This is an optimization exercise on Yosys and OpenROAD, whose aim is small area, not a production implementation. At most, simulation tests tie the RTL to the original design; equivalence was not proved. Function not checked in runs 7 and 8: the RTL went through the layout flow alone. Power is estimated from default activity; no workload was simulated.

==> design/flow/design.v <==
package mxhd_pkg;
  localparam int COORD_BITS_DEF = 6;
  localparam int TOTAL_BITS_DEF = 48;
  localparam int STEP_BITS      = 6;
  localparam int TREE_BITS      = 14;
  localparam int VOL_BITS       = 32;
  localparam int CFG_IDX_BITS   = 2;
  localparam int UPC_BITS       = 6;
  localparam logic [STEP_BITS-1:0] STEP_X_RST = STEP_BITS'(4);
  localparam logic [STEP_BITS-1:0] STEP_Y_RST = STEP_BITS'(4);
  typedef enum logic [CFG_IDX_BITS-1:0] {
    CFG_STEP_X     = 2'd0,
    CFG_STEP_Y     = 2'd1,
    CFG_SINGLE_DIE = 2'd2
  } cfg_idx_t;
  typedef struct packed {
    logic [STEP_BITS-1:0] step_x;
    logic [STEP_BITS-1:0] step_y;
    logic                 single_die;
  } cfg_t;
  typedef enum logic [3:0] {
    COND_NEXT        = 4'd0,
    COND_ALWAYS      = 4'd1,
    COND_WAIT_IN     = 4'd2,
    COND_MCAST       = 4'd3,
    COND_DIV_BUSY    = 4'd4,
    COND_NO_RUN      = 4'd5,
    COND_SAME_COL    = 4'd6,
    COND_NOT_LAST    = 4'd7,
    COND_OUT_BLOCKED = 4'd8
  } cond_t;
  typedef enum logic [3:0] {
    ACT_NONE     = 4'd0,
    ACT_LATCH    = 4'd1,
    ACT_CLR_UNI  = 4'd2,
    ACT_LOAD     = 4'd3,
    ACT_DIV_HI   = 4'd4,
    ACT_DIV_LO   = 4'd5,
    ACT_ACC      = 4'd6,
    ACT_MUL      = 4'd7,
    ACT_ADD      = 4'd8,
    ACT_NEWCOL   = 4'd9,
    ACT_INIT     = 4'd10,
    ACT_SET_PREV = 4'd11,
    ACT_EMIT     = 4'd12
  } act_t;
  localparam logic [1:0] SPAN_UNI_X    = 2'd0;
  localparam logic [1:0] SPAN_UNI_Y    = 2'd1;
  localparam logic [1:0] SPAN_COL_Y    = 2'd2;
  localparam logic [1:0] SPAN_RUN_X    = 2'd3;
  localparam logic [1:0] ACC_UNI       = 2'd0;
  localparam logic [1:0] ACC_TREE      = 2'd1;
  localparam logic [1:0] MUL_UNI_HOP   = 2'd0;
  localparam logic [1:0] MUL_UNI_CR    = 2'd1;
  localparam logic [1:0] MUL_TREE_HOP  = 2'd2;
  localparam logic [1:0] MUL_TREE_CR   = 2'd3;
  localparam logic [1:0] ADD_ONCHIP    = 2'd0;
  localparam logic [1:0] ADD_CROSS     = 2'd1;
  localparam logic [1:0] ADD_CROSS_END = 2'd2;
  localparam logic [1:0] SEL_NONE      = 2'd0;
  localparam logic [UPC_BITS-1:0] A_IDLE    = UPC_BITS'(0);
  localparam logic [UPC_BITS-1:0] A_MCAST   = UPC_BITS'(18);
  localparam logic [UPC_BITS-1:0] A_INIT    = UPC_BITS'(27);
  localparam logic [UPC_BITS-1:0] A_PREV    = UPC_BITS'(28);
  localparam logic [UPC_BITS-1:0] A_LASTCHK = UPC_BITS'(29);
  localparam logic [UPC_BITS-1:0] A_FINISH  = UPC_BITS'(46);
  typedef struct packed {
    cond_t               cond;
    logic [UPC_BITS-1:0] jmp;
    act_t                act;
    logic [1:0]          sel;
  } uword_t;
  typedef struct packed {
    act_t       act;
    logic [1:0] sel;
    logic       idle;
  } ctrl_t;
  typedef struct packed {
    logic div_busy;
    logic mcast;
    logic in_run;
    logic same_col;
    logic last;
    logic out_blocked;
  } stat_t;
endpackage
module mesh_xy_hop_and_die_crossing_counter #(
  parameter int COORD_BITS = mxhd_pkg::COORD_BITS_DEF,
  parameter int TOTAL_BITS = mxhd_pkg::TOTAL_BITS_DEF
) (
  input  logic                              clk,
  input  logic                              rst_n,
  input  logic                              in_valid,
  output logic                              in_stall,
  input  logic                              in_operation,
  input  logic [COORD_BITS-1:0]             in_src_x,
  input  logic [COORD_BITS-1:0]             in_src_y,
  input  logic [COORD_BITS-1:0]             in_dest_x,
  input  logic [COORD_BITS-1:0]             in_dest_y,
  input  logic [mxhd_pkg::VOL_BITS-1:0]     in_volume,
  input  logic                              in_last_dest,
  output logic                              out_valid,
  input  logic                              out_stall,
  output logic [TOTAL_BITS-1:0]             out_onchip_hops_total,
  output logic [TOTAL_BITS-1:0]             out_crossing_hops_total,
  output logic                              out_saturated,
  input  logic                              cfg_valid,
  output logic                              cfg_ready,
  input  logic [mxhd_pkg::CFG_IDX_BITS-1:0] cfg_index,
  input  logic [mxhd_pkg::STEP_BITS-1:0]    cfg_data
);
  localparam int CB = COORD_BITS;
  localparam int TB = mxhd_pkg::TREE_BITS;
  localparam int UB = 6;
  localparam int SB = mxhd_pkg::STEP_BITS;
  typedef enum logic [3:0] {
    S_RST   = 4'd0,   
    S_CLEAN = 4'd1,   
    S_IDLE  = 4'd2,
    S_MC    = 4'd3,   
    S_WALK  = 4'd4,
    S_MULT  = 4'd5,
    S_FINAL = 4'd6,
    S_ACC   = 4'd7,   
    S_TADD  = 4'd8    
  } state_t;
  state_t st;
  logic [SB-1:0] step_x, step_y;
  logic          single_die;
  logic          in_run;
  logic [CB-1:0] first_x, col_x, col_min_y, prev_y;
  logic [TB-1:0] th, tc;           
  logic          th_ovf, tc_ovf;   
  logic [UB-1:0] uh, uc;           
  logic          wk_y, wk_run, col1;
  logic [CB-1:0] p, r;
  logic [TOTAL_BITS-1:0] tot_o, tot_c;
  logic                  c_o, c_c, ovf_o, ovf_c, sat, ov;
  assign cfg_ready = 1'b1;
  always_ff @(posedge clk) begin
    if (!rst_n) begin
      step_x     <= SB'(4);
      step_y     <= SB'(4);
      single_die <= 1'b0;
    end else if (cfg_valid) begin
      case (cfg_index)
        2'd0: step_x <= cfg_data;
        2'd1: step_y <= cfg_data;
        2'd2: single_die <= cfg_data[0];
        default: begin
        end
      endcase
    end
  end
  wire op   = in_operation;
  wire walk = (st == S_WALK);
  wire mult = (st == S_MULT);
  wire tadd = (st == S_TADD);
  wire rot  = (st == S_CLEAN) || mult || (st == S_FINAL);
  logic [CB-1:0] ca, cs, cb;
  logic [SB-1:0] s;
  always_comb begin
    cs = wk_y ? in_src_y : in_src_x;
    cb = wk_y ? (wk_run ? prev_y : in_dest_y) : in_dest_x;
    ca = wk_y ? col_min_y : first_x;
    s  = wk_y ? step_y : step_x;
  end
  wire gs     = (p > cs);
  wire gb     = (p > cb);
  wire ga     = wk_run ? (p > ca) : gb;
  wire inspan = (ga && !gs) || (gs && !gb);
  wire cr_en  = (s != '0) && !(op && single_die);
  wire iscr   = inspan && (r == '0) && cr_en;
  wire ishop  = inspan && !iscr;
  wire p_end  = (p == CB'(63));
  wire [CB-1:0] r_inc = r + CB'(1);
  wire k_end  = (r == CB'(47));
  wire j_end  = (p == CB'(48));
  wire t_end = (p == CB'(13));
  wire ts_h  = th[0] ^ uh[0] ^ c_o;
  wire ts_c  = tc[0] ^ uc[0] ^ c_c;
  wire tco_h = (th[0] & uh[0]) | (th[0] & c_o) | (uh[0] & c_o);
  wire tco_c = (tc[0] & uc[0]) | (tc[0] & c_c) | (uc[0] & c_c);
  wire amt_o = op ? (th[0] || th_ovf) : uh[0];
  wire amt_c = op ? (tc[0] || tc_ovf) : uc[0];
  wire rest_zero = (r == (op ? CB'(TB-1) : CB'(UB-1)));
  wire vbit  = in_volume[p[4:0]] && !p[5];
  wire add_o = mult && amt_o && vbit;
  wire add_c = mult && amt_c && vbit;
  wire b_o   = tot_o[0];
  wire b_c   = tot_c[0];
  wire sum_o = b_o ^ add_o ^ c_o;
  wire sum_c = b_c ^ add_c ^ c_c;
  wire co_o  = (b_o & add_o) | (b_o & c_o) | (add_o & c_o);
  wire co_c  = (b_c & add_c) | (b_c & c_c) | (add_c & c_c);
  wire clean = (st == S_CLEAN);
  wire sin_o = !clean && (sum_o || ovf_o);
  wire sin_c = !clean && (sum_c || ovf_c);
  wire shift_all = clean;
  wire shift_sel = mult && j_end;
  always_ff @(posedge clk) begin
    if (rot) begin
      tot_o <= {sin_o, tot_o[TOTAL_BITS-1:1]};
      tot_c <= {sin_c, tot_c[TOTAL_BITS-1:1]};
    end
    c_o   <= (mult && !k_end && co_o) || (tadd && !t_end && tco_h);
    c_c   <= (mult && !k_end && co_c) || (tadd && !t_end && tco_c);
    ovf_o <= (mult || (st == S_FINAL)) && (ovf_o || (k_end && co_o));
    ovf_c <= (mult || (st == S_FINAL)) && (ovf_c || (k_end && co_c));
  end
  always_ff @(posedge clk) begin
    if (shift_all || (shift_sel && !op) || tadd) begin
      uh <= uh >> 1;
      uc <= uc >> 1;
    end else if (walk) begin
      if (ishop) uh <= uh + UB'(1);
      if (iscr) uc <= uc + UB'(1);
    end
    if (shift_all || (shift_sel && op)) begin
      th <= th >> 1;
      tc <= tc >> 1;
    end else if (tadd) begin
      th <= {ts_h, th[TB-1:1]};
      tc <= {ts_c, tc[TB-1:1]};
    end
  end
  always_ff @(posedge clk) begin
    case (st)
      S_WALK: begin
        p <= p + CB'(1);
        r <= (p_end || (r_inc == s)) ? '0 : r_inc;
      end
      S_MULT: begin
        p <= j_end ? '0 : p + CB'(1);
        r <= k_end ? '0 : r_inc;
      end
      S_CLEAN, S_FINAL: begin
        p <= '0;
        r <= k_end ? '0 : r_inc;
      end
      default: begin
        p <= (tadd && !t_end) ? p + CB'(1) : '0;
        r <= '0;
      end
    endcase
  end
  wire new_col = in_run && (in_dest_x != col_x);
  wire last    = in_last_dest;
  always_ff @(posedge clk) begin
    if (!rst_n) begin
      st <= S_RST;
    end else begin
      case (st)
        S_RST:   st <= S_CLEAN;
        S_CLEAN: if (k_end) st <= S_IDLE;
        S_IDLE: begin
          if (in_valid && !out_valid) begin
            st     <= op ? S_MC : S_WALK;
            wk_y   <= 1'b0;
            wk_run <= 1'b0;
          end
        end
        S_MC: begin
          if (new_col) begin
            st     <= S_WALK;
            wk_y   <= 1'b1;
            wk_run <= 1'b1;
            col1   <= 1'b1;
          end else begin
            st     <= last ? S_WALK : S_ACC;
            wk_y   <= 1'b1;
            wk_run <= 1'b1;
            col1   <= 1'b0;
          end
        end
        S_WALK: begin
          if (p_end) begin
            if (!wk_run) begin
              st <= S_MULT;
            end else begin
              st <= S_TADD;
            end
          end
        end
        S_TADD: begin
          if (t_end) begin
            if (!wk_y) begin
              st <= S_MULT;
            end else if (col1) begin
              col1 <= 1'b0;
              st   <= last ? S_WALK : S_ACC;
            end else begin
              st   <= S_WALK;
              wk_y <= 1'b0;
            end
          end
        end
        S_MULT:  if (j_end && rest_zero) st <= S_FINAL;
        S_FINAL: begin
          if (k_end) begin
            if (!op && !wk_y) begin
              st   <= S_WALK;
              wk_y <= 1'b1;
            end else begin
              st <= S_ACC;
            end
          end
        end
        default: st <= S_IDLE;
      endcase
    end
  end
  wire col1_end = walk && p_end && wk_y && wk_run && col1;
  always_ff @(posedge clk) begin
    if (st == S_MC && !in_run) first_x <= in_dest_x;
    if ((st == S_MC && !in_run) || col1_end) begin
      col_x     <= in_dest_x;
      col_min_y <= in_dest_y;
    end
    if ((st == S_MC && !new_col) || col1_end) prev_y <= in_dest_y;
  end
  always_ff @(posedge clk) begin
    if (!rst_n) begin
      in_run <= 1'b0;
      th_ovf <= 1'b0;
      tc_ovf <= 1'b0;
      sat    <= 1'b0;
      ov     <= 1'b0;
    end else begin
      if (st == S_MC && !in_run) begin
        th_ovf <= 1'b0;
        tc_ovf <= 1'b0;
      end else if (tadd && t_end) begin
        if (tco_h) th_ovf <= 1'b1;
        if (tco_c) tc_ovf <= 1'b1;
      end
      if (st == S_MC && !in_run) in_run <= 1'b1;
      else if (walk && p_end && !wk_y && wk_run) in_run <= 1'b0;
      if (ovf_o || ovf_c || th_ovf || tc_ovf) sat <= 1'b1;
      if (st == S_ACC) ov <= 1'b1;
      else if (!out_stall) ov <= 1'b0;
    end
  end
  assign out_valid = ov;
  assign in_stall  = (st != S_ACC);
  assign out_onchip_hops_total   = tot_o;
  assign out_crossing_hops_total = tot_c;
  assign out_saturated           = sat;
endmodule
==> design/flow/flow/run.sh <==
#!/bin/bash
# Standard layout with three changes: each port is buffered by the smallest buffer cell, the
# clock tree uses clkbuf_8 without dummy loads, and after the standard synthesis the
# combinational logic is mapped again for area (every flip-flop and tie cell is kept as is).
set -euo pipefail
KNOBS=("BUFFER_PORTS_ARGS=-buffer_cell sky130_fd_sc_hd__buf_1"
  "CTS_ARGS=-sink_clustering_enable -repair_clock_nets -buf_list sky130_fd_sc_hd__clkbuf_8 -sink_clustering_size 16 -sink_clustering_max_diameter 100 -dont_use_dummy_load")
R=orfs/results/${FLOW_PLATFORM:-sky130hd}/mesh_xy_hop_and_die_crossing_counter/base
YOSYS=${FLOW_HOME}/../tools/install/yosys/bin/yosys
LIB=${FLOW_HOME}/platforms/sky130hd/lib/sky130_fd_sc_hd__tt_025C_1v80.lib

bash standard.sh "${KNOBS[@]}" synth > standard_synth.log 2>&1

cp $R/1_2_yosys.v $R/1_2_yosys_standard.v
KEEP=$(grep -o "sky130_fd_sc_hd__[a-z0-9_]*" $R/1_2_yosys_standard.v | sort -u | grep -E "__(df|edf|sdf|sedf|dl|conb)" | tr '\n' ' ')
cat > remap.ys <<EOT
read_liberty -ignore_miss_func $LIB
read_verilog $R/1_2_yosys_standard.v
hierarchy -top $FLOW_TOP
blackbox $KEEP
flatten
techmap
opt
abc -script flow/remap.abc -liberty $LIB -dont_use *lpflow* -dont_use *probe* -dont_use *clkbuf* -dont_use *clkinv* -dont_use *dlygate* -dont_use *dlymetal* -dont_use *clkdly*
rename -hide w:*.*
opt_clean
splitnets
opt_clean
hilomap -singleton -hicell sky130_fd_sc_hd__conb_1 HI -locell sky130_fd_sc_hd__conb_1 LO
insbuf -buf sky130_fd_sc_hd__buf_4 A X
opt_clean
stat -liberty $LIB
write_verilog -noattr -noexpr -nohex -nodec $R/1_2_yosys.v
EOT
$YOSYS -l remap.log -s remap.ys > /dev/null 2>&1
rm -f $R/1_synth.odb $R/1_synth.sdc
touch $R/1_2_yosys.v

bash standard.sh "${KNOBS[@]}" finish > standard_finish.log 2>&1
==> design/flow/flow/remap.abc <==
strash
 ifraig
 dc2
 strash
 &get -n
 &dch -f
 &nf -R 1000
 &put
 topo
==> design/flow/standard.sh <==
#!/bin/bash
# synth_recipe.tcl (not shown) runs the flow's synth.tcl, then flattens the netlist and writes it again
# the make line also repeats each setting of config.mk as NAME=value (left out here)
make -C /OpenROAD-flow-scripts/flow DESIGN_CONFIG=/design/flow/config.mk WORK_HOME=/design/flow/orfs CLKGATE_MAP_FILE= SYNTH_SCRIPT=/design/flow/synth_recipe.tcl "${@:-finish}"
==> design/flow/config.mk <==
export PLATFORM = sky130hd
export DESIGN_NAME = mesh_xy_hop_and_die_crossing_counter
export DESIGN_NICKNAME = mesh_xy_hop_and_die_crossing_counter
export VERILOG_FILES = /design/flow/design.v
export SDC_FILE = /design/flow/constraint.sdc
export NUM_CORES = 4
export LEC_CHECK = 0
export ABC_AREA = 1
export CAP_MARGIN = 20
export CORE_MARGIN = 2
export CORE_UTILIZATION = 40
export SLEW_MARGIN = 20
==> design/flow/constraint.sdc <==
create_clock -name core_clock -period 8.0 [get_ports {clk}]
set_input_delay 1.6000 -clock core_clock [delete_from_list [all_inputs] [get_ports {clk}]]
set_output_delay 1.6000 -clock core_clock [all_outputs]
set_load 0.01 [all_outputs]
==> flow_summary.ini, run 1 <==
[drt]
routed_wl_mm = 16.3
initialDrtViolationCount = 421
vias = 5354
vias_per_cell = 5.14
drc = 0
first_pass_iters = 7
drtAntennaViolNets = 0
wl_per_cell_um = 15.6

[timing]
max_freq_mhz = 269
fin_crit_ns = 3.72
slew_viol_final = 0
fin_crit_sh = 0.465
hold_viol = 0
tns_ns = 0
setup_viol = 0
slew_headroom = 0.386
setup_ws_ns = 4.28
whs_ns = 0.429
tightest_slew_ns = 0.920
rsz0062_at_grt = false
clock_skew_ns = 0.0357

[placed_design]
place.gp.congestion = 0.895
place_area_um2 = 8820
pre_cts_ws_ns = 3.79
place_inst = 1026
place_hpwl_mm = 11.4
io_buffers = 169

[worst_setup_path]
r2r_setup_slack_ns = 4.74
r2r_start = wk_run
cp.required_ns = 8.19
cp-start-kind = primary input
cp-end-kind = flop
worstRegToRegCells = 14
max_stage_delay_ns = 0.35
crit_type = primary input to flop
cp_slowest_cell = maj3_1
r2r-end = uc[0]
cp-startpoint = in_dest_y[1]
crit_end = uc[0]
crit_top_cell = nand2_1
crit_path_cell_trace = buf_1, mux2i_1, nand2_1, o21ai_0, o221ai_1, nand2_1, maj3_1, maj3_1, o21ai_0, a21oi_1, inv_1, o21ai_0, a31oi_1, nand2_1, nand2_1
critPathMaxFanout = 5
worstPathArrival_ns = 3.91

[synth]
ys_warn_count = 1
synthCells = 591
avgSynthCellArea_um2 = 13.2
syn_area_um2 = 7830

[hold_path]
holdCritPathClass = flop to flop
worstHoldStart = tc[10]
min_path_cells = 0

[grt]
gr-total-overflow = 0
antenna_found_initial = 0
grt_max_degree = 99
grt_pass1_vias = 5030
grt_pass1_wl_mm = 25.1
track_usage = 0.150

[clock_tree]
clk_pin_slew_ns = 0.10
cts_setup_buffers = 0
clock-sinks = 201
h-tree-depth = 1
cts_resized = 0
clk_latency_ns = 0.49
cts_tree = done
cts_buffer_depth = 3
root_buffer = clkbuf_8
cts_buffers = 16
ctsHoldBuffers = 0

[die]
die_width_um = 144
rows = 51
initial_core_util = 0.405
fp.dieH_um = 144
pin_count = 171
fp.dieArea_um2 = 20700
core_um2 = 19300

[final_layout]
syn_to_final_growth_pct = 15.5
design_area_um2 = 9040
antenna_cells = 0
layout-drive-gt1-share = 0.0283
fin_cells = 1042
nFillCells = 1790
final_nets = 850
final_util = 0.468

[power]
ir_drop_uv = 142
p_leak_nw = 2.97
p_total_mw = 2.80
power_density_nw_per_um2 = 310

[flow_run]
max-cap-violations = 0

[run_status]
status = complete, no violations
## sequential cells by signal (all words and copies together) (netlist names), 14 cells and up
name   cells
tc        14
tot_c     48
th        14
tot_o     48
## per-layer routing
| metal | global-route usage | vias up | share of wire |
|---|---|---|---|
| met4 | 0.0449 | 0 | 0.018 |
| met3 | 0.0293 | 31 | 0.060 |
| met2 | 0.240 | 172 | 0.48 |
| met1 | 0.208 | 2564 | 0.44 |
| met5 | 0 | - | 0 |
| li1 | - | 2587 | - |
## where the power goes
part / internal (mW) / switching (mW) / total [mW]
combinational: 0.205 / 0.447 / 0.653
clock: 0.181 / 0.301 / 0.482
sequential: 1.51 / 0.155 / 1.67
total: 1.90 / 0.903 / 2.80
## worst min path at each step
stage / slack (ns) / endpoint
after global placement: 0.41 / tc[7]
after detailed placement: 0.41 / th[6]
after CTS: 0.43 / th[10]
final: 0.43 / tc[9]
after floorplan: 0.40 / tc[0]
after global routing: 0.43 / th[7]
## layout by cell type (no fill, tap or decap), types with 3 or more instances in the layout
cell,instances
maj3_1,4
dfxtp_1,42
nor2b_1,6
nor3_1,10
a31oi_1,3
inv_1,17
a222oi_1,5
or3_1,4
nand3_1,15
mux2_1,4
edfxtp_1,159
o21ai_0,36
xor2_1,5
a21oi_1,37
and3_1,4
nand2_1,43
a22oi_1,12
o22ai_1,7
clkbuf_8,16
nor2_1,83
mux2i_1,18
buf_4,3
buf_1,169
o211ai_1,4
xnor2_1,15
or2_0,3
nor4_1,6
o221ai_1,4
a21boi_0,3
and2_0,5
nand2b_1,7
## layout make-up
type / count / area, um^2 / area share
Multi-Input combinational cell: 370 / 2150 / 0.237
Clock buffer: 16 / 220 / 0.0243
Inverter: 17 / 63.8 / 0.00705
Timing Repair Buffer: 173 / 668 / 0.0739
Sequential cell: 201 / 5620 / 0.621
Tap cell: 265 / 332 / 0.0367
## critical path: cells and delay by family
kind	cells	cell delay, ns
adders and majority gates	2	0.70
buffers and inverters	2	0.18
AOI/OAI and AO/OA	6	0.83
and+or+nand+nor	4	0.50
muxes	1	0.09
==> inputs of run 2 (changes only) <==
--- a/design/flow/flow/run.sh
+++ b/design/flow/flow/run.sh
@@ -6,3 +6,3 @@
 KNOBS=("BUFFER_PORTS_ARGS=-buffer_cell sky130_fd_sc_hd__buf_1"
-  "CTS_ARGS=-sink_clustering_enable -repair_clock_nets -buf_list sky130_fd_sc_hd__clkbuf_8 -sink_clustering_size 16 -sink_clustering_max_diameter 100 -dont_use_dummy_load")
+  "CTS_ARGS=-sink_clustering_enable -repair_clock_nets -buf_list sky130_fd_sc_hd__clkbuf_16 -sink_clustering_size 32 -sink_clustering_max_diameter 100 -dont_use_dummy_load")
 R=orfs/results/${FLOW_PLATFORM:-sky130hd}/mesh_xy_hop_and_die_crossing_counter/base
==> run 2 against run 1 <==
  * Still clean on timing, DRC and antenna
  * Critical endpoint is now uc[3]
  * Worst setup slack worse by 0.0073 ns
  * Synthesized cell count is the same
  * Wire length shrank 0.98%
  * Final area is 0.33% higher
  * Clock power increased by 7.5%
  * Hold slack got worse by 0.00086 ns
  * Largest power group unchanged
  * First-iteration DRC count increased by 32%
==> flow_summary.ini, run 2 <==
[run_status]
status = complete, no violations

[clock_tree]
clk_latency_ns = 0.47
cts_buffers = 10
cts_setup_buffers = 0
ctsHoldBuffers = 0
h-tree-depth = 1
cts_resized = 0
cts_buffer_depth = 3
root_buffer = clkbuf_16
clock-sinks = 201
cts_tree = done
clk_pin_slew_ns = 0.11

[power]
ir_drop_uv = 144
p_clk_frac = 0.182
combPwrFrac = 0.230
power_density_nw_per_um2 = 313
switchingPower_mw = 0.897
intPower_mw = 1.95
seq_power_share = 0.587
p_total_mw = 2.84
switching_share = 0.315
p_leak_nw = 2.98

[drt]
drc = 0
vias_per_cell = 5.12
drtAntennaViolNets = 0
routed_wl_mm = 16.1
wl_per_cell_um = 15.5
initialDrtViolationCount = 554
first_pass_iters = 7
vias = 5306

[timing]
setup_viol = 0
rsz0062_at_grt = false
clock_skew_ns = 0.0413
hold_viol = 0
slew_headroom = 0.382
fin_crit_sh = 0.466
tightest_slew_ns = 0.926
max_freq_mhz = 268
fin_crit_ns = 3.73
slew_viol_final = 0
tns_ns = 0

[worst_setup_path]
cp-end-kind = flop
r2r_setup_slack_ns = 4.73
r2r-end = uc[3]
cp-startpoint = in_dest_y[0]
worstRegToRegCells = 14
crit_type = primary input to flop
worstPathArrival_ns = 3.88
critPathMaxFanout = 5
r2r_start = wk_run
cp-start-kind = primary input
cp.required_ns = 8.15

[placed_design]
place_area_um2 = 8820
place.gp.congestion = 0.895
place_inst = 1026
place_hpwl_mm = 11.4
io_buffers = 169

[synth]
ys_warn_count = 1
syn_area_um2 = 7830
avgSynthCellArea_um2 = 13.2
synthCells = 591

[grt]
grt_pass1_vias = 4969
grt_max_degree = 99
gr-total-overflow = 0
antenna_found_initial = 0
track_usage = 0.149
grt_pass1_wl_mm = 24.8

[die]
pin_count = 171
core_um2 = 19300
rows = 51
die_width_um = 144
fp.dieH_um = 144
fp.dieArea_um2 = 20700
initial_core_util = 0.405

[final_layout]
syn_to_final_growth_pct = 15.9
fin_cells = 1036
layout_common_cells = 169 x buf_1, 159 x edfxtp_1, 83 x nor2_1, 43 x nand2_1, 42 x dfxtp_1
antenna_cells = 0
final_nets = 844
final_common_cell = buf_1
design_area_um2 = 9070
largestRegisters = tot_c x48, tot_o x48
layout-drive-gt1-share = 0.0208
nFillCells = 1783

[flow_run]
max-cap-violations = 0

[hold_path]
holdCritPathClass = flop to flop
min_path_cells = 0
worstHoldEndpoint = th[12]
worstHoldStart = th[13]
-- run 2: layout make-up --
type	count	area, um^2	share of cell area
clock buffer	10	250	0.0276
inverter	17	63.8	0.00703
multi-input combinational	370	2150	0.236
sequential	201	5620	0.619
tap	265	332	0.0365
timing repair buffer	173	668	0.0736
-- run 2: routing by layer --
| metal | wire length [um] | track usage | vias to the layer above |
|---|---|---|---|
| li1 | - | - | 2574 |
| met1 | 7310 | 0.207 | 2544 |
| met5 | 0 | 0 | - |
| met3 | 784 | 0.0240 | 25 |
| met4 | 264 | 0.0418 | 0 |
| met2 | 7740 | 0.241 | 163 |
-- run 2: power groups by stage --
stage          Combinational, mW  Clock, mW  Sequential (mW)
5_1_grt                    0.731      0.573             1.71
4_1_cts                    0.661      0.542             1.68
6_report                   0.655      0.518             1.67
3_5_place_dp               0.661          0             1.69
2_1_floorplan              0.336          0             1.77
3_3_place_gp               0.640          0             1.68
-- run 2: worst max path at each step --
stage,to,slack (ns),cells after the start
2_1_floorplan,r[4],2.23,4
3_3_place_gp,uc[1],3.87,15
3_5_place_dp,uc[2],3.79,15
4_1_cts,uc[3],4.28,15
5_1_grt,uc[3],4.07,15
6_report,uc[3],4.27,15
-- run 2: stage by stage --
step	hold slack, ns	setup slack (ns)	util
2_1_floorplan	0.400	2.23	-
3_3_place_gp	0.408	3.87	0.456
3_5_place_dp	0.405	3.79	0.456
4_1_cts	0.433	4.28	0.469
5_1_grt	0.438	4.07	0.469
6_report	0.429	4.27	0.469
-- run 2: critical path, stage by stage --
cell and delay (ns):
buf_1 0.11, inv_1 0.05, o21ai_0 0.17, a21oi_1 0.08, o221ai_1 0.20, nand2_1 0.08, maj3_1 0.36, maj3_1 0.35
o21ai_0 0.08, a21oi_1 0.10, inv_1 0.06, o21ai_0 0.07, a31oi_1 0.24, nand2_1 0.12, nand2_1 0.22
==> inputs of run 3 (changes only) <==
--- a/design/flow/flow/run.sh
+++ b/design/flow/flow/run.sh
@@ -3,6 +3,7 @@
 # clock tree uses clkbuf_8 without dummy loads, and after the standard synthesis the
-# combinational logic is mapped again for area (every flip-flop and tie cell is kept as is).
+# combinational logic is mapped again for area with ABC (dch and amap; every flip-flop and tie
+# cell is kept as is).
 set -euo pipefail
 KNOBS=("BUFFER_PORTS_ARGS=-buffer_cell sky130_fd_sc_hd__buf_1"
-  "CTS_ARGS=-sink_clustering_enable -repair_clock_nets -buf_list sky130_fd_sc_hd__clkbuf_16 -sink_clustering_size 32 -sink_clustering_max_diameter 100 -dont_use_dummy_load")
+  "CTS_ARGS=-sink_clustering_enable -repair_clock_nets -buf_list sky130_fd_sc_hd__clkbuf_4 -sink_clustering_size 10 -sink_clustering_max_diameter 100 -dont_use_dummy_load")
 R=orfs/results/${FLOW_PLATFORM:-sky130hd}/mesh_xy_hop_and_die_crossing_counter/base
==> design/flow/flow/remap.abc (replaced) <==
strash
 ifraig
 dc2
 dch -f
 amap
 strash
 dch -f
 amap
 topo
==> run 3 against run 2 <==
  * Still clean on timing, DRC and antenna
  * Sequential power increased by 2%
  * Power increased by 0.93%
  * Non-clock buffer count unchanged
  * Combinational power increased by 9.5%
  * Maximum frequency up 5.9%
  * Final cell count rose by 2.1%
  * Area after synthesis decreased by 1.2%
  * Via count is 6.0% higher
  * Flip-flop and latch count unchanged
  * Synthesized cell count increased by 2.0%
  * First-iteration DRC count fell by 28%
  * Critical path type is now flop to flop
  * Critical endpoint is now col_min_y[2]
==> flow_summary.ini, run 3 <==
[run_status]
status = complete, no violations

[die]
fp.dieArea_um2 = 20500
pin_count = 171
rows = 50
fp.dieH_um = 143
die_width_um = 143
core_um2 = 18800
initial_core_util = 0.411

[worst_setup_path]
critPathMaxFanout = 12
crit_path_cell_trace = inv_1, nor2_1, inv_1, nor2_1, nand2_1, nor3_1, nand3_1, nor3_1, or2_0
crit_type = flop to flop
cp.required_ns = 8.17
cp-start-kind = flop
worstPathArrival_ns = 3.69
cp_slowest_cell = or2_0
max_stage_delay_ns = 0.71
cp-end-kind = flop

[drt]
vias = 5622
routed_wl_mm = 17.7
wl_per_cell_um = 16.7
initialDrtViolationCount = 400
first_pass_iters = 6
vias_per_cell = 5.31
drc = 0
drtAntennaViolNets = 0

[clock_tree]
clock-sinks = 201
clk_latency_ns = 0.66
cts_resized = 0
cts_buffers = 24
cts_buffer_depth = 3
clk_pin_slew_ns = 0.11
cts_tree = done
ctsHoldBuffers = 0
root_buffer = clkbuf_4
h-tree-depth = 1
cts_setup_buffers = 0

[timing]
tns_ns = 0
slew_headroom = 0.420
fin_crit_ns = 3.52
setup_viol = 0
tightest_slew_ns = 0.867
slew_viol_final = 0
setup_ws_ns = 4.48
hold_viol = 0
rsz0062_at_grt = false
clock_skew_ns = 0.112
fin_crit_sh = 0.440
max_freq_mhz = 284

[final_layout]
nFillCells = 1701
final_nets = 870
syn_to_final_growth_pct = 15.0
multi_input_area_um2 = 1900
layout-drive-gt1-share = 0.0376
seq_area_um2 = 5620
largestRegisters = tot_c x48, tot_o x48
layout_common_cells = 169 x buf_1, 159 x edfxtp_1, 90 x nor2_1, 56 x inv_1
final_common_cell = buf_1

[placed_design]
io_buffers = 169
place_hpwl_mm = 12.5
place.gp.congestion = 0.895
pre_cts_ws_ns = 4.20

[grt]
grt_busiest_layer = met2
grt_max_degree = 95
grtUsageMet3 = 0.0416
antenna_found_initial = 1
gr-total-overflow = 0
use_met2 = 0.271
track_usage = 0.168
met1_usage = 0.219
grt_pass1_vias = 5431
grt_pass1_wl_mm = 27.3

[synth]
synthCells = 603
ys_warn_count = 1
avgSynthCellArea_um2 = 12.8
syn_area_um2 = 7740

[power]
power_density_nw_per_um2 = 322
ir_drop_uv = 128
p_leak_nw = 2.88

[hold_path]
holdCritPathClass = flop to flop

[flow_run]
max-cap-violations = 0
## run 3: final timing paths
| check | from | endpoint | slack, ns | depth (start not counted) |
|---|---|---|---|---|
| max | p[1] | col_min_y[2] | 4.48 | 9 |
| min | tc[3] | tc[2] | 0.39 | 0 |
| max reg2reg | p[1] | col_min_y[2] | 4.48 | 9 |
| min reg2reg | tc[3] | tc[2] | 0.39 | 0 |
## run 3: final cells by class
class / count / area share
flip-flops and latches: 201 / 0.631
multi-input cells: 343 / 0.213
repair buffers: 173 / 0.0751
well taps: 260 / 0.0366
inverters: 56 / 0.0236
clock buffers: 24 / 0.0202
diodes: 1 / 0.000281
## run 3: worst max-delay path: cells and delay by family (launching register included)
kind | cells | cell delay, ns
buf+inv | 2 | 0.27
flops | 1 | 0.46
simple gates | 7 | 2.36
## run 3: power breakdown
group / internal, mW / switching, mW
Clock: 0.138 / 0.308
Combinational: 0.211 / 0.506
Sequential: 1.55 / 0.156
## run 3: per-layer routing
layer  wire [um]  share of wire
met5           0              0
met4         570          0.032
met3        1510          0.085
met2        7890           0.45
met1        7730           0.44
## run 3: metrics by stage
step | hold WS (ns) | utilization | cells | power [mW] | area [um^2]
finish | 0.389 | 0.473 | 1058 | 2.87 | 8900
CTS | 0.356 | 0.472 | 1057 | 2.91 | 8890
floorplan | 0.400 | - | 603 | 2.15 | 7740
global route | 0.387 | 0.473 | 1058 | 3.05 | 8900
detailed placement | 0.405 | 0.463 | 1033 | 2.46 | 8710
global placement | 0.402 | 0.463 | 1033 | 2.43 | 8710
==> inputs of run 4 (changes only) <==
--- a/design/flow/flow/run.sh
+++ b/design/flow/flow/run.sh
@@ -7,3 +7,3 @@
 KNOBS=("BUFFER_PORTS_ARGS=-buffer_cell sky130_fd_sc_hd__buf_1"
-  "CTS_ARGS=-sink_clustering_enable -repair_clock_nets -buf_list sky130_fd_sc_hd__clkbuf_4 -sink_clustering_size 10 -sink_clustering_max_diameter 100 -dont_use_dummy_load")
+  "CTS_ARGS=-sink_clustering_enable -repair_clock_nets -buf_list sky130_fd_sc_hd__clkbuf_8 -sink_clustering_size 16 -sink_clustering_max_diameter 100 -dont_use_dummy_load")
 R=orfs/results/${FLOW_PLATFORM:-sky130hd}/mesh_xy_hop_and_die_crossing_counter/base
==> run 4 against run 3 <==
  * Still clean on timing, DRC and antenna
  * Register-to-register slack improved by 0.09 ns
  * Synthesized cell count did not move
  * Hold slack improved by 0.0086 ns
  * Final cell count fell by 0.85%
  * Clock skew fell by 0.070 ns
  * Global-route usage fell by 0.31 points
  * Wire length fell by 1.7%
  * Combinational power barely moved
  * Highest routed layer unchanged
==> flow_summary.ini, run 4 <==
[synth]
synthCells = 603
ys_warn_count = 1
avgSynthCellArea_um2 = 12.8
syn_area_um2 = 7740

[timing]
slew_viol_final = 0
slew_headroom = 0.404
setup_ws_ns = 4.57
setup_viol = 0
max_freq_mhz = 292
tightest_slew_ns = 0.894
fin_crit_ns = 3.43
tns_ns = 0
clock_skew_ns = 0.0419
rsz0062_at_grt = false
hold_viol = 0
fin_crit_sh = 0.429

[die]
core_um2 = 18800
fp.dieH_um = 143
initial_core_util = 0.411
rows = 50
die_width_um = 143
fp.dieArea_um2 = 20500
pin_count = 171

[clock_tree]
root_buffer = clkbuf_8
cts_buffers = 16
cts_buffer_depth = 3
clock-sinks = 201
ctsHoldBuffers = 0
clk_latency_ns = 0.50
cts_setup_buffers = 0
h-tree-depth = 1
cts_tree = done
cts_resized = 0
clk_pin_slew_ns = 0.09

[drt]
first_pass_iters = 5
vias_per_cell = 5.31
drtAntennaViolNets = 0
routed_wl_mm = 17.4
drc = 0
vias = 5575
initialDrtViolationCount = 337
wl_per_cell_um = 16.6

[grt]
use_met2 = 0.268
met1_usage = 0.216
grt_busiest_layer = met2
gr-total-overflow = 0
grt_max_degree = 95
track_usage = 0.165
antenna_found_initial = 0
grt_pass1_vias = 5368
grt_pass1_wl_mm = 26.9
grtUsageMet3 = 0.0359

[worst_setup_path]
cp.required_ns = 8.11
crit_path_cell_trace = inv_1, nor2_1, inv_1, nor2_1, nand2_1, nor3_1, nand3_1, nor3_1, or2_0
cp-end-kind = flop
critPathMaxFanout = 12
max_stage_delay_ns = 0.72
crit_type = flop to flop
cp_slowest_cell = or2_0
worstPathArrival_ns = 3.54
worstRegToRegCells = 9
cp-start-kind = flop

[placed_design]
pre_cts_ws_ns = 4.20
io_buffers = 169
place_hpwl_mm = 12.5
place.gp.congestion = 0.895

[power]
ir_drop_uv = 103
p_leak_nw = 2.89
p_total_mw = 2.90
power_density_nw_per_um2 = 325

[final_layout]
antenna_cells = 0
layout-drive-gt1-share = 0.0279
final_common_cell = buf_1
syn_to_final_growth_pct = 15.5
largestRegisters = tot_c x48, tot_o x48
multi_input_area_um2 = 1900
nFillCells = 1688
seq_area_um2 = 5620
final_nets = 862
layout_common_cells = 169 x buf_1, 159 x edfxtp_1, 90 x nor2_1, 56 x inv_1

[run_status]
status = complete, no violations

[hold_path]
min_path_cells = 0
holdCritPathClass = flop to flop

[flow_run]
max-cap-violations = 0
==> run 4: worst max-delay path, delay by kind of cell (launching register included) <==
kind / cells / cell delay (ns)
buf+inv: 2 / 0.27
simple gates: 7 / 2.37
flops: 1 / 0.44
==> run 4: per-layer routing <==
layer	vias to the layer above	share of wire
li1	2653	-
met1	2615	0.44
met2	262	0.44
met3	45	0.081
met4	0	0.034
met5	-	0
==> run 4: cell type report <==
cell class              instances  area share
inverters                      56      0.0235
multi-input cells             343       0.212
repair buffers                173      0.0748
flip-flops and latches        201       0.628
well taps                     260      0.0364
clock buffers                  16      0.0246
==> run 4: per-stage QoR <==
step | hold slack, ns | utilization | cell area [um^2] | instances
2_1_floorplan | 0.400 | - | 7740 | 603
3_3_place_gp | 0.402 | 0.463 | 8710 | 1033
3_5_place_dp | 0.405 | 0.463 | 8710 | 1033
4_1_cts | 0.395 | 0.474 | 8930 | 1049
5_1_grt | 0.393 | 0.475 | 8940 | 1049
6_report | 0.398 | 0.475 | 8940 | 1049
==> run 4: power breakdown <==
| group | switching [mW] | internal, mW | total, mW | leakage [nW] |
|---|---|---|---|---|
| logic | 0.506 | 0.211 | 0.717 | 0.955 |
| registers | 0.155 | 1.55 | 1.71 | 1.82 |
| clock network | 0.297 | 0.181 | 0.478 | 0.115 |
| total | 0.957 | 1.94 | 2.90 | 2.89 |
==> run 4: path summary, 6_finish.rpt <==
path          from       end  slack [ns]
min          tc[9]     tc[8]        0.40
min reg2reg  tc[9]     tc[8]        0.40
max reg2reg   p[1]  col_x[4]        4.57
max           p[1]  col_x[4]        4.57
==> inputs of run 5 (changes only) <==
--- a/design/flow/design.v
+++ b/design/flow/design.v
@@ -134,3 +134,3 @@
   logic [UB-1:0] uh, uc;           
-  logic          wk_y, wk_run, col1;
+  logic          wk_y;
   logic [CB-1:0] p, r;
@@ -155,2 +155,3 @@
   wire op   = in_operation;
+  wire wk_run = op;   
   wire walk = (st == S_WALK);
@@ -259,3 +260,2 @@
             wk_y   <= 1'b0;
-            wk_run <= 1'b0;
           end
@@ -263,13 +263,4 @@
         S_MC: begin
-          if (new_col) begin
-            st     <= S_WALK;
-            wk_y   <= 1'b1;
-            wk_run <= 1'b1;
-            col1   <= 1'b1;
-          end else begin
-            st     <= last ? S_WALK : S_ACC;
-            wk_y   <= 1'b1;
-            wk_run <= 1'b1;
-            col1   <= 1'b0;
-          end
+          st     <= (new_col || last) ? S_WALK : S_ACC;
+          wk_y   <= 1'b1;
         end
@@ -288,4 +279,3 @@
               st <= S_MULT;
-            end else if (col1) begin
-              col1 <= 1'b0;
+            end else if (new_col) begin
               st   <= last ? S_WALK : S_ACC;
@@ -312,3 +302,3 @@
   end
-  wire col1_end = walk && p_end && wk_y && wk_run && col1;
+  wire col1_end = tadd && t_end && wk_y && new_col;
   always_ff @(posedge clk) begin
==> run 5 against run 4 <==
  * Hold slack got worse by 0.0092 ns
  * Still clean on timing, DRC and antenna
  * Critical path depth rose by 4
  * Critical endpoint is now uh[0]
  * Clock skew rose by 0.0053 ns
  * Maximum frequency fell by 19%
  * Largest cell class unchanged
  * Highest routed layer unchanged
  * Final area fell by 1.3%
==> flow_summary.ini, run 5 <==
[run_status]
status = complete, no violations

[clock_tree]
cts_buffers = 17
cts_tree = done
h-tree-depth = 4
cts_setup_buffers = 0
ctsHoldBuffers = 0
cts_buffer_depth = 2
clock-sinks = 199
cts_resized = 0
root_buffer = clkbuf_8
clk_pin_slew_ns = 0.09
clk_latency_ns = 0.47

[timing]
rsz0062_at_grt = false
tns_ns = 0
clock_skew_ns = 0.0472
setup_viol = 0
max_freq_mhz = 235
setup_ws_ns = 3.75
hold_viol = 0
slew_headroom = 0.342
fin_crit_ns = 4.25
fin_crit_sh = 0.531
slew_viol_final = 0
tightest_slew_ns = 0.961

[hold_path]
holdCritPathClass = flop to flop
worstHoldEndpoint = tc[12]
worstHoldStart = tc[13]
min_path_cells = 0

[grt]
grt_pass1_vias = 5206
grt_pass1_wl_mm = 26.0
grt_max_degree = 99
antenna_found_initial = 0
track_usage = 0.163
gr-total-overflow = 0

[worst_setup_path]
worstRegToRegCells = 11
r2r-end = uh[0]
r2r_start = wk_y
r2r_setup_slack_ns = 4.13
cp-end-kind = flop
cp.required_ns = 8.12
worstPathArrival_ns = 4.37
cp-start-kind = primary input
crit_type = primary input to flop
critPathMaxFanout = 15

[power]
combPwrFrac = 0.247
switching_share = 0.327
p_leak_nw = 2.86
switchingPower_mw = 0.943
p_clk_frac = 0.165
power_density_nw_per_um2 = 327
intPower_mw = 1.94
ir_drop_uv = 185
seq_power_share = 0.587

[drt]
vias_per_cell = 5.48
first_pass_iters = 7
initialDrtViolationCount = 604
drc = 0
vias = 5536
routed_wl_mm = 16.6
wl_per_cell_um = 16.4
drtAntennaViolNets = 0

[final_layout]
largestRegisters = tot_c x48, tot_o x48
antenna_cells = 0
layout_common_cells = 169 x buf_1, 157 x edfxtp_1, 86 x nor2_1, 57 x inv_1, 42 x dfxtp_1
layout-drive-gt1-share = 0.0309
syn_to_final_growth_pct = 15.5
nFillCells = 1679
final_nets = 850
final_common_cell = buf_1

[synth]
avgSynthCellArea_um2 = 12.9
syn_area_um2 = 7630
ys_warn_count = 1
synthCells = 590

[die]
initial_core_util = 0.408
fp.dieH_um = 142
pin_count = 171
fp.dieArea_um2 = 20200
die_width_um = 142
core_um2 = 18700
rows = 50

[placed_design]
place.gp.congestion = 0.888
io_buffers = 169
place_hpwl_mm = 11.7
pre_cts_ws_ns = 3.35

[flow_run]
max-cap-violations = 0
[run 5: final cells by class]
class / count / area, um^2 / share of cell area
Timing Repair Buffer: 173 / 668 / 0.0758
Tap cell: 234 / 293 / 0.0332
Sequential cell: 199 / 5560 / 0.630
Inverter: 57 / 214 / 0.0243
Clock buffer: 17 / 234 / 0.0265
Multi-Input combinational cell: 331 / 1850 / 0.210
[run 5: metal layers]
| metal | wire [um] | GRT usage | share of wire | vias up |
|---|---|---|---|---|
| li1 | - | - | - | 2627 |
| met1 | 7290 | 0.209 | 0.44 | 2650 |
| met2 | 7780 | 0.265 | 0.47 | 228 |
| met3 | 1220 | 0.0498 | 0.073 | 31 |
| met4 | 319 | 0.0495 | 0.019 | 0 |
| met5 | 0 | 0 | 0 | - |
[run 5: stage by stage]
stage,instance area (um^2),hold WS [ns],util,cells,total power [mW]
after detailed placement,8580,0.406,0.458,994,2.43
after global routing,8820,0.402,0.471,1011,3.06
after CTS,8810,0.393,0.471,1011,2.91
after floorplan,7630,0.400,-,590,2.14
final,8820,0.389,0.471,1011,2.89
after global placement,8580,0.404,0.458,994,2.41
[run 5: critical path, cell delays in order]
cell	delay, ns
buf_1	0.47
inv_1	0.41
o22a_1	0.28
o22ai_1	0.20
nand2_1	0.09
o21ai_0	0.10
a222oi_1	0.10
o221ai_1	0.20
o21ai_0	0.16
nor2_1	0.11
o221ai_1	0.16
or2_0	0.25
nand2_1	0.22
[run 5: worst max path at each step]
stage                     slack, ns  endpoint          from  depth (start not counted)
after floorplan                3.80     tc[0]  in_operation                          2
after global placement         3.44     uh[0]  in_operation                         13
after detailed placement       3.35     uh[3]  in_operation                         13
after CTS                      3.83     uh[0]  in_operation                         13
after global routing           3.52     uc[1]  in_operation                         14
final                          3.75     uh[0]  in_operation                         13
[run 5: power groups by stage]
stage               clock, mW  combinational, mW  sequential [mW]
CTS                     0.497              0.714             1.70
floorplan                   0              0.357             1.79
finish                  0.477              0.714             1.69
detailed placement          0              0.715             1.72
global route            0.530              0.793             1.73
global placement            0              0.697             1.71
==> inputs of run 6 (changes only) <==
--- a/design/flow/flow/run.sh
+++ b/design/flow/flow/run.sh
@@ -7,3 +7,3 @@
 KNOBS=("BUFFER_PORTS_ARGS=-buffer_cell sky130_fd_sc_hd__buf_1"
-  "CTS_ARGS=-sink_clustering_enable -repair_clock_nets -buf_list sky130_fd_sc_hd__clkbuf_8 -sink_clustering_size 16 -sink_clustering_max_diameter 100 -dont_use_dummy_load")
+  "CTS_ARGS=-sink_clustering_enable -repair_clock_nets -buf_list sky130_fd_sc_hd__clkbuf_8 -sink_clustering_size 18 -sink_clustering_max_diameter 100 -dont_use_dummy_load")
 R=orfs/results/${FLOW_PLATFORM:-sky130hd}/mesh_xy_hop_and_die_crossing_counter/base
==> run 6 against run 5 <==
  * Clock power about the same
  * Worst setup slack unchanged
  * Wire length unchanged
  * Via count unchanged
  * Count of clock-buffer cells in the layout unchanged
  * First-iteration DRC count unchanged
  * Final cell count unchanged
  * Highest routed layer unchanged
==> flow_summary.ini, run 6 <==
[run_status]
status = complete, no violations

[placed_design]
place_hpwl_mm = 11.7
place_inst = 994
io_buffers = 169
pre_cts_ws_ns = 3.35
place_area_um2 = 8580
place.gp.congestion = 0.888

[drt]
initialDrtViolationCount = 604
vias = 5536
drtAntennaViolNets = 0
vias_per_cell = 5.48
drc = 0
first_pass_iters = 7
wl_per_cell_um = 16.4
routed_wl_mm = 16.6

[die]
rows = 50
fp.dieArea_um2 = 20200
pin_count = 171
die_width_um = 142
fp.dieH_um = 142
initial_core_util = 0.408
core_um2 = 18700

[timing]
fin_crit_ns = 4.25
slew_headroom = 0.342
max_freq_mhz = 235
tns_ns = 0
hold_viol = 0
clock_skew_ns = 0.0472
setup_viol = 0
setup_ws_ns = 3.75
whs_ns = 0.389
tightest_slew_ns = 0.961
slew_viol_final = 0
rsz0062_at_grt = false
fin_crit_sh = 0.531

[final_layout]
layout-drive-gt1-share = 0.0309
final_nets = 850
antenna_cells = 0
largestRegisters = tot_c x48, tot_o x48
final_common_cell = buf_1
syn_to_final_growth_pct = 15.5
fin_cells = 1011
final_util = 0.471
layout_common_cells = 169 x buf_1, 157 x edfxtp_1, 86 x nor2_1, 57 x inv_1, 42 x dfxtp_1
design_area_um2 = 8820

[power]
ir_drop_uv = 185
p_leak_nw = 2.86
switching_share = 0.327
intPower_mw = 1.94
power_density_nw_per_um2 = 327
p_clk_frac = 0.165
switchingPower_mw = 0.943
seq_power_share = 0.587
p_total_mw = 2.89
combPwrFrac = 0.247

[clock_tree]
cts_setup_buffers = 0
h-tree-depth = 4
cts_resized = 0
clock-sinks = 199
cts_buffer_depth = 2
cts_tree = done
clk_pin_slew_ns = 0.09
ctsHoldBuffers = 0
root_buffer = clkbuf_8
clk_latency_ns = 0.47
cts_buffers = 17

[hold_path]
holdCritPathClass = flop to flop

[grt]
antenna_found_initial = 0
grt_pass1_vias = 5206
gr-total-overflow = 0
grtUsageMet3 = 0.0498
use_met2 = 0.265
track_usage = 0.163
grt_busiest_layer = met2
grt_max_degree = 99
met1_usage = 0.209
grt_pass1_wl_mm = 26.0

[worst_setup_path]
cp.required_ns = 8.12
crit_buf_inv = 2
worstPathArrival_ns = 4.37
crit_path_cell_trace = buf_1, inv_1, o22a_1, o22ai_1, nand2_1, o21ai_0, a222oi_1, o221ai_1, o21ai_0, nor2_1, o221ai_1, or2_0, nand2_1
max_stage_delay_ns = 0.47
cp-start-kind = primary input
cp-end-kind = flop
crit_family = compound AO/OA/AOI/OAI gates
cp_slowest_cell = buf_1
critPathMaxFanout = 15
crit_type = primary input to flop

[synth]
avgSynthCellArea_um2 = 12.9
syn_area_um2 = 7630
synthCells = 590
ys_warn_count = 1

[flow_run]
max-cap-violations = 0
==> run 6: cell counts in the layout (fill, tap and decap cells not counted) <==
Identical to the previous run, type by type.
==> run 6: power by group through the flow <==
stage          clock network (mW)  logic, mW  registers [mW]
6_report                    0.477      0.714            1.69
5_1_grt                     0.530      0.793            1.73
4_1_cts                     0.497      0.714            1.70
3_5_place_dp                    0      0.715            1.72
3_3_place_gp                    0      0.697            1.71
2_1_floorplan                   0      0.357            1.79
==> run 6: cell type report <==
| type | count | area (um^2) |
|---|---|---|
| fill | 1679 | 9890 |
| sequential | 199 | 5560 |
| multi-input combinational | 331 | 1850 |
| timing repair buffer | 173 | 668 |
| tap | 234 | 293 |
| clock buffer | 17 | 234 |
| inverter | 57 | 214 |
==> run 6: final timing paths <==
| kind | start | endpoint | slack [ns] | cells after the start |
|---|---|---|---|---|
| worst max-delay path | in_operation | uh[0] | 3.75 | 13 |
| worst min-delay path | tc[13] | tc[12] | 0.39 | 0 |
| worst max register to register | wk_y | uh[0] | 4.13 | 11 |
| worst min register to register | tc[13] | tc[12] | 0.39 | 0 |
==> run 6: metal layers <==
metal	vias up	wire length, um
li1	2627	-
met1	2650	7290
met2	228	7780
met3	31	1220
met4	0	319
met5	-	0
==> inputs of run 7 (changes only) <==
--- a/design/flow/design.v
+++ b/design/flow/design.v
@@ -113,3 +113,3 @@
   localparam int TB = mxhd_pkg::TREE_BITS;
-  localparam int UB = 6;
+  localparam int UB = 7;
   localparam int SB = mxhd_pkg::STEP_BITS;
@@ -117,12 +117,13 @@
     S_RST   = 4'd0,   
-    S_CLEAN = 4'd1,   
-    S_IDLE  = 4'd2,
-    S_MC    = 4'd3,   
-    S_WALK  = 4'd4,
-    S_MULT  = 4'd5,
-    S_FINAL = 4'd6,
-    S_ACC   = 4'd7,   
-    S_TADD  = 4'd8    
+    S_IDLE  = 4'd1,
+    S_MC    = 4'd2,   
+    S_WALK  = 4'd3,
+    S_ACC   = 4'd4,   
+    S_TADD  = 4'd5,   
+    S_CLEAN = 4'd8,   
+    S_MULT  = 4'd9,
+    S_FINAL = 4'd10
   } state_t;
-  state_t st;
+  state_t st, st_n;
+  logic   ring_q;     
   logic [SB-1:0] step_x, step_y;
@@ -134,3 +135,3 @@
   logic [UB-1:0] uh, uc;           
-  logic          wk_y;
+  logic          wk_y, wk_run, col1;
   logic [CB-1:0] p, r;
@@ -155,3 +156,2 @@
   wire op   = in_operation;
-  wire wk_run = op;   
   wire walk = (st == S_WALK);
@@ -159,3 +159,3 @@
   wire tadd = (st == S_TADD);
-  wire rot  = (st == S_CLEAN) || mult || (st == S_FINAL);
+  wire rot  = st[3];
   logic [CB-1:0] ca, cs, cb;
@@ -219,8 +219,5 @@
     end
-    if (shift_all || (shift_sel && op)) begin
-      th <= th >> 1;
-      tc <= tc >> 1;
-    end else if (tadd) begin
-      th <= {ts_h, th[TB-1:1]};
-      tc <= {ts_c, tc[TB-1:1]};
+    if (ring_q) begin
+      th <= {tadd && ts_h, th[TB-1:1]};
+      tc <= {tadd && ts_c, tc[TB-1:1]};
     end
@@ -249,52 +246,17 @@
   wire last    = in_last_dest;
-  always_ff @(posedge clk) begin
+  always_comb begin
+    st_n = st;
     if (!rst_n) begin
-      st <= S_RST;
+      st_n = S_RST;
     end else begin
       case (st)
-        S_RST:   st <= S_CLEAN;
-        S_CLEAN: if (k_end) st <= S_IDLE;
-        S_IDLE: begin
-          if (in_valid && !out_valid) begin
-            st     <= op ? S_MC : S_WALK;
-            wk_y   <= 1'b0;
-          end
-        end
-        S_MC: begin
-          st     <= (new_col || last) ? S_WALK : S_ACC;
-          wk_y   <= 1'b1;
-        end
-        S_WALK: begin
-          if (p_end) begin
-            if (!wk_run) begin
-              st <= S_MULT;
-            end else begin
-              st <= S_TADD;
-            end
-          end
-        end
-        S_TADD: begin
-          if (t_end) begin
-            if (!wk_y) begin
-              st <= S_MULT;
-            end else if (new_col) begin
-              st   <= last ? S_WALK : S_ACC;
-            end else begin
-              st   <= S_WALK;
-              wk_y <= 1'b0;
-            end
-          end
-        end
-        S_MULT:  if (j_end && rest_zero) st <= S_FINAL;
-        S_FINAL: begin
-          if (k_end) begin
-            if (!op && !wk_y) begin
-              st   <= S_WALK;
-              wk_y <= 1'b1;
-            end else begin
-              st <= S_ACC;
-            end
-          end
-        end
-        default: st <= S_IDLE;
+        S_RST:   st_n = S_CLEAN;
+        S_CLEAN: if (k_end) st_n = S_IDLE;
+        S_IDLE:  if (in_valid && !out_valid) st_n = op ? S_MC : S_WALK;
+        S_MC:    st_n = (new_col || last) ? S_WALK : S_ACC;
+        S_WALK:  if (p_end) st_n = !wk_run ? (wk_y ? S_MULT : S_WALK) : S_TADD;
+        S_TADD:  if (t_end) st_n = !wk_y ? S_MULT : ((col1 && !last) ? S_ACC : S_WALK);
+        S_MULT:  if (j_end && rest_zero) st_n = S_FINAL;
+        S_FINAL: if (k_end) st_n = S_ACC;
+        default: st_n = S_IDLE;
       endcase
@@ -302,3 +264,27 @@
   end
-  wire col1_end = tadd && t_end && wk_y && new_col;
+  always_ff @(posedge clk) begin
+    st     <= st_n;
+    ring_q <= (st_n == S_TADD) || (st_n == S_CLEAN) || (mult && op && (p == CB'(47)));
+    case (st)
+      S_IDLE: begin
+        wk_y   <= 1'b0;
+        wk_run <= 1'b0;
+      end
+      S_MC: begin
+        wk_y   <= 1'b1;
+        wk_run <= 1'b1;
+        col1   <= new_col;
+      end
+      S_WALK:  if (p_end && !wk_run) wk_y <= 1'b1;
+      S_TADD: begin
+        if (t_end) begin
+          col1 <= 1'b0;
+          if (!col1) wk_y <= 1'b0;
+        end
+      end
+      default: begin
+      end
+    endcase
+  end
+  wire col1_end = walk && p_end && wk_y && wk_run && col1;
   always_ff @(posedge clk) begin
==> design/flow/flow/run.sh (replaced) <==
#!/bin/bash
# Standard layout, with each port buffered by the smallest buffer cell and a leaner clock tree.
set -euo pipefail
bash standard.sh "BUFFER_PORTS_ARGS=-buffer_cell sky130_fd_sc_hd__buf_1" \
  "CTS_ARGS=-sink_clustering_enable -repair_clock_nets -buf_list sky130_fd_sc_hd__clkbuf_8 -sink_clustering_size 16 -sink_clustering_max_diameter 100 -dont_use_dummy_load" \
  REMOVE_ABC_BUFFERS=1 finish > standard_flow.log 2>&1
removed: design/flow/flow/remap.abc
==> run 7 against run 6 <==
  * Die area is 17% higher
  * Wire length is 19% higher
  * Worst setup slack better by 1.1 ns
  * Core utilization is 1.3 points lower
  * First-iteration DRC count is 32% lower
  * Area after synthesis is 17% higher
  * Power is 16% lower
==> flow_summary.ini, run 7 <==
[power]
intPower_mw = 1.71
power_density_nw_per_um2 = 243
p_leak_nw = 3.88
seq_power_share = 0.624
combPwrFrac = 0.176
p_clk_frac = 0.200
p_total_mw = 2.44
switching_share = 0.297
switchingPower_mw = 0.725
ir_drop_uv = 134

[hold_path]
worstHoldEndpoint = tc[3]
holdCritPathClass = flop to flop
worstHoldStart = tc[4]
min_path_cells = 0

[final_layout]
fin_cells = 1281
syn_to_final_growth_pct = 12.2
seq_area_um2 = 5720
layout-drive-gt1-share = 0.0509
design_area_um2 = 10000
antenna_cells = 0
nFillCells = 2081
layout_common_cells = 175 x nand2_1, 169 x buf_1, 163 x edfxtp_1, 101 x nor2_1, 79 x inv_1
multi_input_area_um2 = 2780
final_common_cell = nand2_1
final_nets = 1103
final_util = 0.459
largestRegisters = tot_c x48, tot_o x48

[flow_run]
max-cap-violations = 0

[timing]
clock_skew_ns = 0.0201
slew_viol_final = 0
slew_headroom = 0.317
setup_ws_ns = 4.88
whs_ns = 0.431
hold_viol = 0
tns_ns = 0
fin_crit_sh = 0.390
tightest_slew_ns = 1.02
setup_viol = 0
fin_crit_ns = 3.12
rsz0062_at_grt = false
max_freq_mhz = 321

[clock_tree]
ctsHoldBuffers = 0
cts_tree = done
cts_resized = 0
cts_setup_buffers = 0
clk_pin_slew_ns = 0.09
clk_latency_ns = 0.50
root_buffer = clkbuf_8
cts_buffer_depth = 3
clock-sinks = 204
h-tree-depth = 1
cts_buffers = 16

[die]
pin_count = 171
fp.dieH_um = 154
core_um2 = 21900
die_width_um = 154
initial_core_util = 0.409
rows = 54
fp.dieArea_um2 = 23600

[worst_setup_path]
cp-end-kind = flop
crit_type = primary input to flop
worstRegToRegCells = 14
worstPathArrival_ns = 3.30
critPathMaxFanout = 6
cp-start-kind = primary input
cp.required_ns = 8.18
r2r_start = wk_run
r2r_setup_slack_ns = 4.94
r2r-end = uh[3]

[synth]
synthCells = 834
synth_top_area_frac = 0.547
synth_edf_count = 163
ys_warn_count = 1
synthTopCellsByArea = edfxtp_1 55%, dfxtp_1 9.2%, nand2_1 7.3%
synth.most_common_cell = nand2_1
synth-seq-cells = 204
avgSynthCellArea_um2 = 10.7
ys_top_cells_by_count = 175 x nand2_1, 163 x edfxtp_1, 101 x nor2_1
ys_async_sr_fraction = 0
syn_area_um2 = 8950
synth_area_leader_cell = edfxtp_1
ys_seq_area_frac = 0.639
synthFlopType = edfxtp_1
synth_cell_types = 42

[drt]
drc = 0
drtAntennaViolNets = 0
routed_wl_mm = 19.7
vias = 6325
wl_per_cell_um = 15.4
vias_per_cell = 4.94
first_pass_iters = 4
initialDrtViolationCount = 408

[grt]
grt_pass1_vias = 6109
antenna_found_initial = 0
grt_max_degree = 86
gr-total-overflow = 0
track_usage = 0.165
grt_pass1_wl_mm = 31.8

[run_status]
status = complete, no violations

[placed_design]
pre_cts_ws_ns = 4.36
place_area_um2 = 9820
place.gp.congestion = 0.889
place_hpwl_mm = 14.5
io_buffers = 169
place_inst = 1265
[run 7: layer usage]
layer | wire length (um) | vias up | GRT usage
met2 | 8660 | 189 | 0.267
met4 | 270 | 0 | 0.0275
met5 | 0 | - | 0
li1 | - | 3151 | -
met1 | 9490 | 2962 | 0.236
met3 | 1300 | 23 | 0.0341
[run 7: cell type report]
cell class	count	share of cell area
Sequential cell	204	0.570
Multi-Input combinational cell	524	0.277
Timing Repair Buffer	171	0.0647
Tap cell	280	0.0349
Inverter	86	0.0321
Clock buffer	16	0.0219
[run 7: power groups by stage]
stage          registers [mW]  clock network, mW  logic, mW
2_1_floorplan            1.59                  0      0.201
3_3_place_gp             1.54                  0      0.430
3_5_place_dp             1.55                  0      0.434
4_1_cts                  1.53              0.516      0.434
5_1_grt                  1.55              0.550      0.488
6_report                 1.52              0.488      0.429
[run 7: worst max path at each step]
stage | startpoint | endpoint | slack (ns) | cells after the start
after global placement | in_dest_y[5] | uh[0] | 4.41 | 13
after floorplan | st[3] | ovf_o | 3.56 | 8
final | in_dest_y[5] | uh[3] | 4.88 | 13
after CTS | st[0] | in_stall | 4.85 | 3
after global routing | wk_run | uh[5] | 4.63 | 14
after detailed placement | in_dest_y[5] | uh[2] | 4.36 | 13
[run 7: worst max-delay path, stage by stage]
cell     delay, ns
buf_1         0.12
nand2_1       0.07
nand3_1       0.07
o21ai_0       0.10
ha_1          0.35
nand2_1       0.06
nor2_1        0.13
nand2_1       0.07
nand3_1       0.10
nand3_1       0.09
nand3_1       0.19
nand3_1       0.13
nand2_1       0.23
[run 7: cells by family after synthesis]
kind of cell	share of synthesized area
buffers and inverters	0.0506
adder cells (fa/ha/maj)	0.0439
XOR/XNOR	0.0147
flip-flops	0.639
other	0.000419
AND/OR/NAND/NOR	0.183
AO/OA/AOI/OAI	0.0578
multiplexers	0.0112
==> inputs of run 8 (changes only) <==
--- a/design/flow/flow/run.sh
+++ b/design/flow/flow/run.sh
@@ -5,2 +5,2 @@
   "CTS_ARGS=-sink_clustering_enable -repair_clock_nets -buf_list sky130_fd_sc_hd__clkbuf_8 -sink_clustering_size 16 -sink_clustering_max_diameter 100 -dont_use_dummy_load" \
-  REMOVE_ABC_BUFFERS=1 finish > standard_flow.log 2>&1
+  finish > standard_flow.log 2>&1
==> run 8 against run 7 <==
  * Non-clock buffer count unchanged
  * Wire length grew 4.6%
  * Final cell count is the same
  * Hold slack worse by 0.025 ns
  * First-iteration DRC count is 10% higher
  * Clock power rose by 1%
  * Count of clock-buffer cells in the layout is the same
  * Via count is 0.73% higher
  * Register-to-register slack lost 0.15 ns
  * Die area unchanged
==> flow_summary.ini, run 8 <==
[drt]
routed_wl_mm = 20.6
drtAntennaViolNets = 0
drc = 0
first_pass_iters = 5
vias_per_cell = 4.97
initialDrtViolationCount = 449
vias = 6371
wl_per_cell_um = 16.1

[synth]
synth_edf_count = 163
ys_top_cells_by_count = 175 x nand2_1, 163 x edfxtp_1, 101 x nor2_1
synth-seq-cells = 204
ys_async_sr_fraction = 0
ys_warn_count = 1
synth_cell_types = 42
ys_seq_area_frac = 0.639
synth_area_leader_cell = edfxtp_1
avgSynthCellArea_um2 = 10.7
synthTopCellsByArea = edfxtp_1 55%, dfxtp_1 9.2%, nand2_1 7.3%
synth_top_area_frac = 0.547
syn_area_um2 = 8950
synthFlopType = edfxtp_1
synth.most_common_cell = nand2_1
synthCells = 834

[grt]
grt_pass1_vias = 6006
antenna_found_initial = 0
grt_max_degree = 93
gr-total-overflow = 0
track_usage = 0.172
grt_pass1_wl_mm = 32.5

[clock_tree]
clock-sinks = 204
clk_latency_ns = 0.51
clk_pin_slew_ns = 0.10
cts_resized = 0
root_buffer = clkbuf_8
cts_buffer_depth = 3
cts_buffers = 16
ctsHoldBuffers = 0
h-tree-depth = 1
cts_tree = done
cts_setup_buffers = 0

[placed_design]
io_buffers = 169
place.gp.congestion = 0.833
place_hpwl_mm = 14.7

[worst_setup_path]
cp-end-kind = flop
cp-start-kind = flop
critPathMaxFanout = 21
worstPathArrival_ns = 3.55
cp.required_ns = 8.34
crit_type = flop to flop

[hold_path]
holdCritPathClass = flop to flop

[power]
combPwrFrac = 0.178
seq_power_share = 0.620
intPower_mw = 1.71
p_total_mw = 2.44
power_density_nw_per_um2 = 243
p_leak_nw = 3.88
ir_drop_uv = 96.1
switchingPower_mw = 0.732
p_clk_frac = 0.202
switching_share = 0.299

[final_layout]
largestRegisters = tot_c x48, tot_o x48
final_common_cell = nand2_1
nFillCells = 2069
layout_common_cells = 175 x nand2_1, 169 x buf_1, 163 x edfxtp_1, 101 x nor2_1, 79 x inv_1
antenna_cells = 0
syn_to_final_growth_pct = 12.3
final_nets = 1103
layout-drive-gt1-share = 0.0509

[die]
rows = 54
core_um2 = 21900
initial_core_util = 0.409
die_width_um = 154
fp.dieArea_um2 = 23600
pin_count = 171
fp.dieH_um = 154

[timing]
hold_viol = 0
fin_crit_ns = 3.21
tightest_slew_ns = 0.819
rsz0062_at_grt = false
slew_viol_final = 0
setup_viol = 0
max_freq_mhz = 312
clock_skew_ns = 0.0308
fin_crit_sh = 0.401
tns_ns = 0
slew_headroom = 0.453

[run_status]
status = complete, no violations

[flow_run]
max-cap-violations = 0
==> run 8: critical path: stages, from the launching register on <==
cell,delay (ns)
dfxtp_1,0.84
inv_1,0.58
o21ai_0,0.47
o22ai_1,0.15
nand2_1,0.08
nand4_1,0.14
nand4_1,0.14
fa_1,0.43
a21oi_1,0.20
==> run 8: cell families after synthesis <==
kind of cell,count (synthesis),synth area share
and+or+nand+nor,375,0.183
buffers and inverters,106,0.0506
DFF,204,0.639
other,1,0.000419
adders and majority gates,29,0.0439
AOI/OAI and AO/OA,94,0.0578
xor gates and xnor gates,15,0.0147
muxes,10,0.0112
==> run 8: routing by layer <==
| layer | share of wire | routed length (um) | track usage | up-vias |
|---|---|---|---|---|
| met3 | 0.082 | 1700 | 0.0392 | 22 |
| met4 | 0.015 | 309 | 0.0319 | 0 |
| met5 | 0 | 0 | 0 | - |
| li1 | - | - | - | 3151 |
| met1 | 0.47 | 9690 | 0.248 | 2958 |
| met2 | 0.43 | 8920 | 0.269 | 240 |
==> run 8: worst paths after layout <==
path | slack [ns] | start | depth (start not counted) | endpoint
hold reg to reg | 0.41 | th[9] | 0 | th[8]
setup / recovery | 4.79 | p[0] | 8 | tot_o[47]
setup reg to reg | 4.79 | p[0] | 8 | tot_o[47]
hold / removal | 0.41 | th[9] | 0 | th[8]
==> run 8: area by class of cell <==
cell class              count  area, um^2  share of cell area
multi-input cells         524        2780               0.277
repair buffers            171         653              0.0650
inverters                  86         323              0.0321
well taps                 280         350              0.0349
clock buffers              16         220              0.0219
flip-flops and latches    204        5720               0.570
==> run 8: per-stage QoR <==
step | instances | cell area (um^2) | hold slack, ns | util | worst slack, ns
2_1_floorplan | 834 | 8950 | 0.400 | - | 3.56
3_3_place_gp | 1265 | 9820 | 0.403 | 0.449 | 4.47
3_5_place_dp | 1265 | 9820 | 0.405 | 0.449 | 4.41
4_1_cts | 1281 | 10000 | 0.400 | 0.459 | 4.71
5_1_grt | 1281 | 10000 | 0.407 | 0.459 | 4.55
6_report | 1281 | 10000 | 0.406 | 0.459 | 4.79
==> run 8: power groups by stage <==
stage | combinational, mW | clock [mW] | sequential (mW)
2_1_floorplan | 0.222 | 0 | 1.58
3_3_place_gp | 0.438 | 0 | 1.53
3_5_place_dp | 0.440 | 0 | 1.54
4_1_cts | 0.441 | 0.517 | 1.52
5_1_grt | 0.493 | 0.556 | 1.54
6_report | 0.435 | 0.494 | 1.51

Setup slack of run 8, layout unchanged: 4.793 ns with ideal ports, 4.793 ns with driving cells assumed (clock clkbuf_16, inputs buf_2), 4.412 ns with port delays also shifted by the 0.528 ns mid clock arrival.
